Background: an optimization exercise with open tools, aiming at small area. Do not read the settings as production practice. The RTL was checked by simulation tests, not by an equivalence proof against the original design. Power and IR drop assume default switching activity.

==> run a: inputs <==
==> flow/design.v <==
module imem_array
#(
    parameter int DATA_W = 32,
    parameter int DEPTH  = 64
) (
    input  logic              clk,
    input  logic [DEPTH-1:0]  wset,
    input  logic [DEPTH-1:0]  wkeep,
    input  logic [DATA_W-1:0] wdata,
    input  logic [DEPTH-1:0]  rsel_n,
    output logic [DATA_W-1:0] rdata
);
    logic [DEPTH-1:0] col_q [DATA_W];
    logic [DEPTH-1:0] ref_q;
    for (genvar r = 0; r < DEPTH; r++) begin : g_row
        for (genvar b = 0; b < DATA_W; b++) begin : g_bit
            imem_cell u_cell (
                .clk  (clk),
                .set  (wset[r]),
                .keep (wkeep[r]),
                .d    (wdata[b]),
                .q    (col_q[b][r])
            );
        end
        imem_ref_cell u_ref (
            .clk  (clk),
            .set  (wset[r]),
            .keep (wkeep[r]),
            .q    (ref_q[r])
        );
    end
    logic [DATA_W-1:0] rd_col;
    logic              rd_ref;
    for (genvar b = 0; b < DATA_W; b++) begin : g_rd
        imem_col_read #(.DEPTH(DEPTH)) u_rd (.d(col_q[b]), .sel_n(rsel_n), .y(rd_col[b]));
    end
    imem_col_read #(.DEPTH(DEPTH)) u_rd_ref (.d(ref_q), .sel_n(rsel_n), .y(rd_ref));
    assign rdata = rd_col ^ {DATA_W{rd_ref}};
endmodule
module imem_col_read
#(
    parameter int DEPTH = 64
) (
    input  logic [DEPTH-1:0] d,
    input  logic [DEPTH-1:0] sel_n,
    output logic             y
);
    assign y = &(d | sel_n);
endmodule
module imem_cell (
    input  logic clk,
    input  logic set,
    input  logic keep,
    input  logic d,
    output logic q
);
    always_ff @(posedge clk) begin
        q <= ~((set | q) & (keep | d));
    end
endmodule
module imem_ref_cell (
    input  logic clk,
    input  logic set,
    input  logic keep,
    output logic q
);
    always_ff @(posedge clk) begin
        q <= ~((set | q) & keep);
    end
endmodule
module instruction_memory_sync
#(
    parameter int                DATA_W    = 32,
    parameter int                ADDR_W    = 32,
    parameter int                DEPTH     = 64,
    parameter logic [DATA_W-1:0] NOP_INSTR = DATA_W'(32'h0000_0000)
) (
    input  logic                     clk,
    input  logic                     reset,
    input  logic [ADDR_W-1:0]        pc_i,
    input  logic                     rd_en,
    input  logic                     stall,
    input  logic                     flush,
    input  logic                     ld_en,
    input  logic                     ld_we,
    input  logic [$clog2(DEPTH)-1:0] ld_addr,
    input  logic [DATA_W-1:0]        ld_data,
    output logic [DATA_W-1:0]        instr_o,
    output logic                     instr_valid,
    output logic                     fault_misaligned,
    output logic                     fault_range,
    output logic                     ld_busy,
    output logic [$clog2(DEPTH):0]   ld_count
);
    localparam int AW = $clog2(DEPTH);
    localparam int CW = AW + 1;
    logic [1:0]        state;
    logic              misaligned;
    logic              out_of_range;
    logic              in_run;
    logic              in_load;
    logic              run_go;
    logic              fetch;
    logic              hold;
    logic              ld_wr;
    logic [DEPTH-1:0]  wset;
    logic [DEPTH-1:0]  wkeep;
    logic [DEPTH-1:0]  rsel_n;
    logic [DATA_W-1:0] mem_rdata;
    logic [DATA_W-1:0] instr_q;
    assign misaligned   = (pc_i[1:0] != 2'b00);
    assign out_of_range = (pc_i[ADDR_W-1:AW+2] != '0);
    assign in_run       = (state == 2'b00);
    assign in_load      = (state == 2'b01);
    assign run_go       = !reset && in_run && !ld_en && !flush;
    assign fetch        = run_go && !stall && rd_en && !misaligned && !out_of_range;
    assign hold         = run_go && stall;
    assign ld_wr        = ld_en && ld_we && !reset;
    always_ff @(posedge clk) begin
        if (reset) begin
            state <= 2'b00;
        end else begin
            case (state)
                2'b00:   state <= ld_en ? 2'b01 : 2'b00;
                2'b01:   state <= ld_en ? 2'b01 : 2'b10;
                default: state <= 2'b00;
            endcase
        end
    end
    always_ff @(posedge clk) begin
        if (!run_go) begin
            instr_valid      <= 1'b0;
            fault_misaligned <= 1'b0;
            fault_range      <= 1'b0;
        end else if (!stall) begin
            instr_valid      <= rd_en && !misaligned && !out_of_range;
            fault_misaligned <= rd_en && misaligned;
            fault_range      <= rd_en && !misaligned && out_of_range;
        end
    end
    always_ff @(posedge clk) begin
        if (reset || (in_run && ld_en)) begin
            ld_count <= '0;
        end else if (in_load && ld_wr && ld_count != CW'(DEPTH)) begin
            ld_count <= ld_count + CW'(1);
        end
    end
    for (genvar r = 0; r < DEPTH; r++) begin : g_dec
        assign wset[r]  = in_load && ld_wr && (ld_addr == AW'(r));
        assign wkeep[r] = !(state[0] && ld_wr && (ld_addr == AW'(r)));
        assign rsel_n[r] = !(fetch && (pc_i[AW+1:2] == AW'(r)));
    end
    imem_array #(
        .DATA_W (DATA_W),
        .DEPTH  (DEPTH)
    ) u_array (
        .clk   (clk),
        .wset  (wset),
        .wkeep (wkeep),
        .wdata (ld_data),
        .rsel_n (rsel_n),
        .rdata (mem_rdata)
    );
    always_ff @(posedge clk) begin
        instr_q <= mem_rdata | (hold ? instr_q : '0);
    end
    assign instr_o = instr_q | (instr_valid ? DATA_W'(0) : NOP_INSTR);
    assign ld_busy = !in_run;
endmodule
==> flow/run.sh <==
#!/bin/bash
# synth_recipe.tcl (not shown) runs the flow's synth.tcl, then flattens the netlist and writes it again
# the make line also repeats each setting of config.mk as NAME=value (left out here)
make -C /OpenROAD-flow-scripts/flow DESIGN_CONFIG=/design/flow/config.mk WORK_HOME=/design/flow/orfs CLKGATE_MAP_FILE= SYNTH_SCRIPT=/design/flow/synth_recipe.tcl finish
==> flow/config.mk <==
export PLATFORM = sky130hd
export DESIGN_NAME = instruction_memory_sync
export DESIGN_NICKNAME = instruction_memory_sync
export VERILOG_FILES = /design/flow/design.v
export SDC_FILE = /design/flow/constraint.sdc
export NUM_CORES = 4
export LEC_CHECK = 0
export CAP_MARGIN = 10
export CORE_MARGIN = 2
export CORE_UTILIZATION = 50
export CTS_BUF_LIST = sky130_fd_sc_hd__clkbuf_8
export CTS_CLUSTER_DIAMETER = 40
export CTS_CLUSTER_SIZE = 18
export SLEW_MARGIN = 10
export SYNTH_HIERARCHICAL = 1
==> flow/constraint.sdc <==
create_clock -name core_clock -period 5.0 [get_ports {clk}]
set_input_delay 1.0000 -clock core_clock [delete_from_list [all_inputs] [get_ports {clk}]]
set_output_delay 1.0000 -clock core_clock [all_outputs]
set_load 0.01 [all_outputs]
==> run b (differences from run a) <==
--- a/flow/design.v
+++ b/flow/design.v
@@ -7,8 +7,9 @@
     input  logic [DEPTH-1:0]  wset,
     input  logic [DEPTH-1:0]  wkeep,
     input  logic [DATA_W-1:0] wdata,
-    input  logic [DEPTH-1:0]  rsel_n,
-    output logic [DATA_W-1:0] rdata
+    input  logic              wref,
+    output logic [DATA_W-1:0] rdata,
+    output logic              rref
 );
     logic [DEPTH-1:0] col_q [DATA_W];
     logic [DEPTH-1:0] ref_q;
@@ -22,20 +23,18 @@
                 .q    (col_q[b][r])
             );
         end
-        imem_ref_cell u_ref (
+        imem_cell u_ref (
             .clk  (clk),
             .set  (wset[r]),
             .keep (wkeep[r]),
+            .d    (wref),
             .q    (ref_q[r])
         );
     end
-    logic [DATA_W-1:0] rd_col;
-    logic              rd_ref;
     for (genvar b = 0; b < DATA_W; b++) begin : g_rd
-        imem_col_read #(.DEPTH(DEPTH)) u_rd (.d(col_q[b]), .sel_n(rsel_n), .y(rd_col[b]));
+        imem_col_read #(.DEPTH(DEPTH)) u_rd (.d(col_q[b]), .sel_n(wkeep), .y(rdata[b]));
     end
-    imem_col_read #(.DEPTH(DEPTH)) u_rd_ref (.d(ref_q), .sel_n(rsel_n), .y(rd_ref));
-    assign rdata = rd_col ^ {DATA_W{rd_ref}};
+    imem_col_read #(.DEPTH(DEPTH)) u_rd_ref (.d(ref_q), .sel_n(wkeep), .y(rref));
 endmodule
 module imem_col_read
 #(
@@ -56,16 +55,6 @@
 );
     always_ff @(posedge clk) begin
         q <= ~((set | q) & (keep | d));
-    end
-endmodule
-module imem_ref_cell (
-    input  logic clk,
-    input  logic set,
-    input  logic keep,
-    output logic q
-);
-    always_ff @(posedge clk) begin
-        q <= ~((set | q) & keep);
     end
 endmodule
 module instruction_memory_sync
@@ -105,9 +94,12 @@
     logic              ld_wr;
     logic [DEPTH-1:0]  wset;
     logic [DEPTH-1:0]  wkeep;
-    logic [DEPTH-1:0]  rsel_n;
+    logic [1:0]        state_next;
+    logic              wfill;
     logic [DATA_W-1:0] mem_rdata;
+    logic              mem_rref;
     logic [DATA_W-1:0] instr_q;
+    logic              iref_q;
     assign misaligned   = (pc_i[1:0] != 2'b00);
     assign out_of_range = (pc_i[ADDR_W-1:AW+2] != '0);
     assign in_run       = (state == 2'b00);
@@ -116,16 +108,20 @@
     assign fetch        = run_go && !stall && rd_en && !misaligned && !out_of_range;
     assign hold         = run_go && stall;
     assign ld_wr        = ld_en && ld_we && !reset;
-    always_ff @(posedge clk) begin
+    always_comb begin
         if (reset) begin
-            state <= 2'b00;
+            state_next = 2'b00;
         end else begin
             case (state)
-                2'b00:   state <= ld_en ? 2'b01 : 2'b00;
-                2'b01:   state <= ld_en ? 2'b01 : 2'b10;
-                default: state <= 2'b00;
+                2'b00:   state_next = ld_en ? 2'b01 : 2'b00;
+                2'b01:   state_next = ld_en ? 2'b01 : 2'b10;
+                default: state_next = 2'b00;
             endcase
         end
+    end
+    always_ff @(posedge clk) begin
+        state <= state_next;
+        wfill <= !state_next[0];
     end
     always_ff @(posedge clk) begin
         if (!run_go) begin
@@ -145,10 +141,17 @@
             ld_count <= ld_count + CW'(1);
         end
     end
+    logic [AW-1:0]     row_addr;
+    logic [DATA_W-1:0] wdata;
+    logic              row_wr;
+    logic              row_act;
+    assign row_addr = state[0] ? ld_addr : pc_i[AW+1:2];
+    assign row_wr   = in_load && ld_wr;
+    assign row_act  = (state[0] && ld_wr) || fetch;
+    assign wdata    = ld_data | {DATA_W{wfill}};
     for (genvar r = 0; r < DEPTH; r++) begin : g_dec
-        assign wset[r]  = in_load && ld_wr && (ld_addr == AW'(r));
-        assign wkeep[r] = !(state[0] && ld_wr && (ld_addr == AW'(r)));
-        assign rsel_n[r] = !(fetch && (pc_i[AW+1:2] == AW'(r)));
+        assign wset[r]  = row_wr && (row_addr == AW'(r));
+        assign wkeep[r] = !(row_act && (row_addr == AW'(r)));
     end
     imem_array #(
         .DATA_W (DATA_W),
@@ -157,13 +160,15 @@
         .clk   (clk),
         .wset  (wset),
         .wkeep (wkeep),
-        .wdata (ld_data),
-        .rsel_n (rsel_n),
-        .rdata (mem_rdata)
+        .wdata (wdata),
+        .wref  (wfill),
+        .rdata (mem_rdata),
+        .rref  (mem_rref)
     );
     always_ff @(posedge clk) begin
-        instr_q <= mem_rdata | (hold ? instr_q : '0);
+        instr_q <= (fetch ? mem_rdata : '0) | (hold ? instr_q : '0);
+        iref_q  <= (fetch && mem_rref) || (hold && iref_q);
     end
-    assign instr_o = instr_q | (instr_valid ? DATA_W'(0) : NOP_INSTR);
+    assign instr_o = (instr_q ^ {DATA_W{iref_q}}) | (instr_valid ? DATA_W'(0) : NOP_INSTR);
     assign ld_busy = !in_run;
 endmodule
==> flow/flow/run.sh (new file) <==
#!/bin/bash
# The standard layout (standard.sh), with two changes passed to ORFS through
# its own variables:
#  - CTS: clock buffers of one type (clkbuf_16) in sink clusters of up to 32
#    flip-flops, and no dummy loads added for balancing;
#  - port buffering: every input and output port still gets its own buffer,
#    a buf_1 instead of the default choice.
# Each tool's full output goes to the ORFS logs under orfs/logs/; the make
# output of the whole run goes to standard.log here.
set -euo pipefail
export CTS_ARGS="-sink_clustering_enable -repair_clock_nets -dont_use_dummy_load -buf_list sky130_fd_sc_hd__clkbuf_16 -sink_clustering_size 32 -sink_clustering_max_diameter 66"
export BUFFER_PORTS_ARGS="-buffer_cell sky130_fd_sc_hd__buf_1"
bash standard.sh > standard.log 2>&1
==> flow/standard.sh (new file) <==
#!/bin/bash
# synth_recipe.tcl (not shown) runs the flow's synth.tcl, then flattens the netlist and writes it again
# the make line also repeats each setting of config.mk as NAME=value (left out here)
make -C /OpenROAD-flow-scripts/flow DESIGN_CONFIG=/design/flow/config.mk WORK_HOME=/design/flow/orfs CLKGATE_MAP_FILE= SYNTH_SCRIPT=/design/flow/synth_recipe.tcl "${@:-finish}"
Settings changed: CAP_MARGIN 10 to 20, CORE_UTILIZATION 50 to 55, CTS_BUF_LIST sky130_fd_sc_hd__clkbuf_8 to not set, CTS_CLUSTER_DIAMETER 40 to not set, CTS_CLUSTER_SIZE 18 to not set, PLACE_DENSITY set to 0.75, SLEW_MARGIN 10 to 20.
removed: flow/run.sh
==> run c (differences from run a) <==
--- a/flow/design.v
+++ b/flow/design.v
@@ -7,7 +7,7 @@
     input  logic [DEPTH-1:0]  wset,
     input  logic [DEPTH-1:0]  wkeep,
     input  logic [DATA_W-1:0] wdata,
-    input  logic [DEPTH-1:0]  rsel_n,
+    input  logic              wref,
     output logic [DATA_W-1:0] rdata
 );
     logic [DEPTH-1:0] col_q [DATA_W];
@@ -22,19 +22,20 @@
                 .q    (col_q[b][r])
             );
         end
-        imem_ref_cell u_ref (
+        imem_cell u_ref (
             .clk  (clk),
             .set  (wset[r]),
             .keep (wkeep[r]),
+            .d    (wref),
             .q    (ref_q[r])
         );
     end
     logic [DATA_W-1:0] rd_col;
     logic              rd_ref;
     for (genvar b = 0; b < DATA_W; b++) begin : g_rd
-        imem_col_read #(.DEPTH(DEPTH)) u_rd (.d(col_q[b]), .sel_n(rsel_n), .y(rd_col[b]));
+        imem_col_read #(.DEPTH(DEPTH)) u_rd (.d(col_q[b]), .sel_n(wkeep), .y(rd_col[b]));
     end
-    imem_col_read #(.DEPTH(DEPTH)) u_rd_ref (.d(ref_q), .sel_n(rsel_n), .y(rd_ref));
+    imem_col_read #(.DEPTH(DEPTH)) u_rd_ref (.d(ref_q), .sel_n(wkeep), .y(rd_ref));
     assign rdata = rd_col ^ {DATA_W{rd_ref}};
 endmodule
 module imem_col_read
@@ -56,16 +57,6 @@
 );
     always_ff @(posedge clk) begin
         q <= ~((set | q) & (keep | d));
-    end
-endmodule
-module imem_ref_cell (
-    input  logic clk,
-    input  logic set,
-    input  logic keep,
-    output logic q
-);
-    always_ff @(posedge clk) begin
-        q <= ~((set | q) & keep);
     end
 endmodule
 module instruction_memory_sync
@@ -105,7 +96,6 @@
     logic              ld_wr;
     logic [DEPTH-1:0]  wset;
     logic [DEPTH-1:0]  wkeep;
-    logic [DEPTH-1:0]  rsel_n;
     logic [DATA_W-1:0] mem_rdata;
     logic [DATA_W-1:0] instr_q;
     assign misaligned   = (pc_i[1:0] != 2'b00);
@@ -145,10 +135,17 @@
             ld_count <= ld_count + CW'(1);
         end
     end
+    logic [AW-1:0]     row_addr;
+    logic [DATA_W-1:0] wdata;
+    logic              row_wr;
+    logic              row_act;
+    assign row_addr = state[0] ? ld_addr : pc_i[AW+1:2];
+    assign row_wr   = in_load && ld_wr;
+    assign row_act  = (state[0] && ld_wr) || fetch;
+    assign wdata    = ld_data | {DATA_W{!state[0]}};
     for (genvar r = 0; r < DEPTH; r++) begin : g_dec
-        assign wset[r]  = in_load && ld_wr && (ld_addr == AW'(r));
-        assign wkeep[r] = !(state[0] && ld_wr && (ld_addr == AW'(r)));
-        assign rsel_n[r] = !(fetch && (pc_i[AW+1:2] == AW'(r)));
+        assign wset[r]  = row_wr && (row_addr == AW'(r));
+        assign wkeep[r] = !(row_act && (row_addr == AW'(r)));
     end
     imem_array #(
         .DATA_W (DATA_W),
@@ -157,12 +154,12 @@
         .clk   (clk),
         .wset  (wset),
         .wkeep (wkeep),
-        .wdata (ld_data),
-        .rsel_n (rsel_n),
+        .wdata (wdata),
+        .wref  (!state[0]),
         .rdata (mem_rdata)
     );
     always_ff @(posedge clk) begin
-        instr_q <= mem_rdata | (hold ? instr_q : '0);
+        instr_q <= (fetch ? mem_rdata : '0) | (hold ? instr_q : '0);
     end
     assign instr_o = instr_q | (instr_valid ? DATA_W'(0) : NOP_INSTR);
     assign ld_busy = !in_run;
==> flow/flow/run.sh (new file) <==
#!/bin/bash
# The standard layout (standard.sh), with two changes passed to ORFS through
# its own variables:
#  - CTS: clock buffers of one type (clkbuf_16) in sink clusters of up to 32
#    flip-flops, and no dummy loads added for balancing;
#  - port buffering: every input and output port still gets its own buffer,
#    a buf_1 instead of the default choice.
# Each tool's full output goes to the ORFS logs under orfs/logs/; the make
# output of the whole run goes to standard.log here.
set -euo pipefail
export CTS_ARGS="-sink_clustering_enable -repair_clock_nets -dont_use_dummy_load -buf_list sky130_fd_sc_hd__clkbuf_16 -sink_clustering_size 32 -sink_clustering_max_diameter 64"
export BUFFER_PORTS_ARGS="-buffer_cell sky130_fd_sc_hd__buf_1"
bash standard.sh > standard.log 2>&1
==> flow/standard.sh (new file) <==
#!/bin/bash
# synth_recipe.tcl (not shown) runs the flow's synth.tcl, then flattens the netlist and writes it again
# the make line also repeats each setting of config.mk as NAME=value (left out here)
make -C /OpenROAD-flow-scripts/flow DESIGN_CONFIG=/design/flow/config.mk WORK_HOME=/design/flow/orfs CLKGATE_MAP_FILE= SYNTH_SCRIPT=/design/flow/synth_recipe.tcl "${@:-finish}"
Settings changed: CAP_MARGIN 10 to 20, CTS_BUF_LIST sky130_fd_sc_hd__clkbuf_8 to not set, CTS_CLUSTER_DIAMETER 40 to not set, CTS_CLUSTER_SIZE 18 to not set, GPL_TIMING_DRIVEN set to 0, SLEW_MARGIN 10 to 20.
removed: flow/run.sh
==> run d (differences from run a) <==
--- a/flow/design.v
+++ b/flow/design.v
@@ -7,7 +7,7 @@
     input  logic [DEPTH-1:0]  wset,
     input  logic [DEPTH-1:0]  wkeep,
     input  logic [DATA_W-1:0] wdata,
-    input  logic [DEPTH-1:0]  rsel_n,
+    input  logic              wref,
     output logic [DATA_W-1:0] rdata
 );
     logic [DEPTH-1:0] col_q [DATA_W];
@@ -22,19 +22,20 @@
                 .q    (col_q[b][r])
             );
         end
-        imem_ref_cell u_ref (
+        imem_cell u_ref (
             .clk  (clk),
             .set  (wset[r]),
             .keep (wkeep[r]),
+            .d    (wref),
             .q    (ref_q[r])
         );
     end
     logic [DATA_W-1:0] rd_col;
     logic              rd_ref;
     for (genvar b = 0; b < DATA_W; b++) begin : g_rd
-        imem_col_read #(.DEPTH(DEPTH)) u_rd (.d(col_q[b]), .sel_n(rsel_n), .y(rd_col[b]));
+        imem_col_read #(.DEPTH(DEPTH)) u_rd (.d(col_q[b]), .sel_n(wkeep), .y(rd_col[b]));
     end
-    imem_col_read #(.DEPTH(DEPTH)) u_rd_ref (.d(ref_q), .sel_n(rsel_n), .y(rd_ref));
+    imem_col_read #(.DEPTH(DEPTH)) u_rd_ref (.d(ref_q), .sel_n(wkeep), .y(rd_ref));
     assign rdata = rd_col ^ {DATA_W{rd_ref}};
 endmodule
 module imem_col_read
@@ -56,16 +57,6 @@
 );
     always_ff @(posedge clk) begin
         q <= ~((set | q) & (keep | d));
-    end
-endmodule
-module imem_ref_cell (
-    input  logic clk,
-    input  logic set,
-    input  logic keep,
-    output logic q
-);
-    always_ff @(posedge clk) begin
-        q <= ~((set | q) & keep);
     end
 endmodule
 module instruction_memory_sync
@@ -105,7 +96,6 @@
     logic              ld_wr;
     logic [DEPTH-1:0]  wset;
     logic [DEPTH-1:0]  wkeep;
-    logic [DEPTH-1:0]  rsel_n;
     logic [DATA_W-1:0] mem_rdata;
     logic [DATA_W-1:0] instr_q;
     assign misaligned   = (pc_i[1:0] != 2'b00);
@@ -145,10 +135,17 @@
             ld_count <= ld_count + CW'(1);
         end
     end
+    logic [AW-1:0]     row_addr;
+    logic [DATA_W-1:0] wdata;
+    logic              row_wr;
+    logic              row_act;
+    assign row_addr = state[0] ? ld_addr : pc_i[AW+1:2];
+    assign row_wr   = in_load && ld_wr;
+    assign row_act  = (state[0] && ld_wr) || fetch;
+    assign wdata    = ld_data | {DATA_W{!state[0]}};
     for (genvar r = 0; r < DEPTH; r++) begin : g_dec
-        assign wset[r]  = in_load && ld_wr && (ld_addr == AW'(r));
-        assign wkeep[r] = !(state[0] && ld_wr && (ld_addr == AW'(r)));
-        assign rsel_n[r] = !(fetch && (pc_i[AW+1:2] == AW'(r)));
+        assign wset[r]  = row_wr && (row_addr == AW'(r));
+        assign wkeep[r] = !(row_act && (row_addr == AW'(r)));
     end
     imem_array #(
         .DATA_W (DATA_W),
@@ -157,12 +154,12 @@
         .clk   (clk),
         .wset  (wset),
         .wkeep (wkeep),
-        .wdata (ld_data),
-        .rsel_n (rsel_n),
+        .wdata (wdata),
+        .wref  (!state[0]),
         .rdata (mem_rdata)
     );
     always_ff @(posedge clk) begin
-        instr_q <= mem_rdata | (hold ? instr_q : '0);
+        instr_q <= (fetch ? mem_rdata : '0) | (hold ? instr_q : '0);
     end
     assign instr_o = instr_q | (instr_valid ? DATA_W'(0) : NOP_INSTR);
     assign ld_busy = !in_run;
==> flow/flow/run.sh (new file) <==
#!/bin/bash
# The standard layout (standard.sh), with two changes passed to ORFS through
# its own variables:
#  - CTS: clock buffers of one type (clkbuf_16) in sink clusters of up to 34
#    flip-flops, and no dummy loads added for balancing;
#  - port buffering: every input and output port still gets its own buffer,
#    a buf_1 instead of the default choice.
# Each tool's full output goes to the ORFS logs under orfs/logs/; the make
# output of the whole run goes to standard.log here.
set -euo pipefail
export CTS_ARGS="-sink_clustering_enable -repair_clock_nets -dont_use_dummy_load -buf_list sky130_fd_sc_hd__clkbuf_16 -sink_clustering_size 34 -sink_clustering_max_diameter 72"
export BUFFER_PORTS_ARGS="-buffer_cell sky130_fd_sc_hd__buf_1"
bash standard.sh > standard.log 2>&1
==> flow/standard.sh (new file) <==
#!/bin/bash
# synth_recipe.tcl (not shown) runs the flow's synth.tcl, then flattens the netlist and writes it again
# the make line also repeats each setting of config.mk as NAME=value (left out here)
make -C /OpenROAD-flow-scripts/flow DESIGN_CONFIG=/design/flow/config.mk WORK_HOME=/design/flow/orfs CLKGATE_MAP_FILE= SYNTH_SCRIPT=/design/flow/synth_recipe.tcl "${@:-finish}"
Settings changed: CAP_MARGIN 10 to 20, CTS_BUF_LIST sky130_fd_sc_hd__clkbuf_8 to not set, CTS_CLUSTER_DIAMETER 40 to not set, CTS_CLUSTER_SIZE 18 to not set, SLEW_MARGIN 10 to 20.
removed: flow/run.sh
==> comparison table <==
metric	run b	run a	run c	run d
Result of the run	finished clean	finished clean	failed layout checks	finished clean
Reasons for failing layout checks	-	-	setup timing	-
CP arrival	5.16 ns	4.85 ns	5.88 ns	5.32 ns
Pin count of the biggest net entering global routing	67	66	49	66
Share of Yosys cell area claimed by the top area cell type	62.7%	63.1%	62.7%	62.7%
Final setup skew	0.0940 ns	0.0429 ns	0.0513 ns	0.108 ns
Yosys warning count	10	11	10	10
Worst hold margin	0.456 ns	0.404 ns	0.455 ns	0.456 ns
Combined area of the multi-input logic cells	26300 um^2	25200 um^2	26900 um^2	26600 um^2
First-pass GRT wire length	362000 um	418000 um	368000 um	374000 um
Placement-stage worst setup slack	0.0260 ns	0.147 ns	-1.20 ns	-0.297 ns
Number of gates on the worst path with buffers counted	11	13	15	16
Share of cell area taken by muxes after synthesis	0.0581%	0.0586%	0.0582%	0.0582%
Worst Reg2Reg Path Length in Cells	11	13	15	14
Placed cell count	8415	8588	8590	8623
Vias in the first global route	57.9k	59.9k	57.0k	56.0k
Clock sink count	2158	2156	2156	2156
Routed vias/inst	7.41	7.22	7.12	7.13
Nets	6974	7128	7033	7024
Worst setup path endpoint	instr_q[19]	instr_q[29]	instr_q[31]	instr_q[11]
Die extent in y	358 um	374 um	375 um	375 um
Number of cells on the worst hold path	1	2	1	1
Power density cells	357 nW/um^2	402 nW/um^2	346 nW/um^2	354 nW/um^2
Number of unique standard cell types used by synthesis	41	36	41	41
Diode insertion count for antenna repair	0	6	0	1
Post-layout total power	0.0278 W	0.0324 W	0.0288 W	0.0278 W

afterwards: timing with drivers on the ports:
Ports are ideal in the flow. The routed layouts listed here were re-timed in OpenROAD. Step 1, drivers: a clkbuf_16 drives clk and a buf_2 each remaining input, both assumed. Step 2, shift: input delay + t, output delay - t, t = (earliest + latest rising clock arrival at the registers) / 2. This alone moves slack from input paths to output paths. a / b / c = ideal ports / drivers / drivers and shift; a / b = the first two.
run	shift t [ns]	setup slack, ns	worst setup path at the end
run a	1.059	1.024 / 1.024 / 0.021	input to register
run b	0.804	0.416 / 0.416 / -0.007	input to register
run c	0.859	-0.138 / -0.138 / -0.728	input to register
run d	0.845	0.351 / 0.399 / -0.433	input to register
Met with ideal ports but missed after step 2: setup timing in run b and run d. For run a, which loses most, drivers alone change the setup slack by 0.000 ns; drivers and shift together by -1.003 ns.
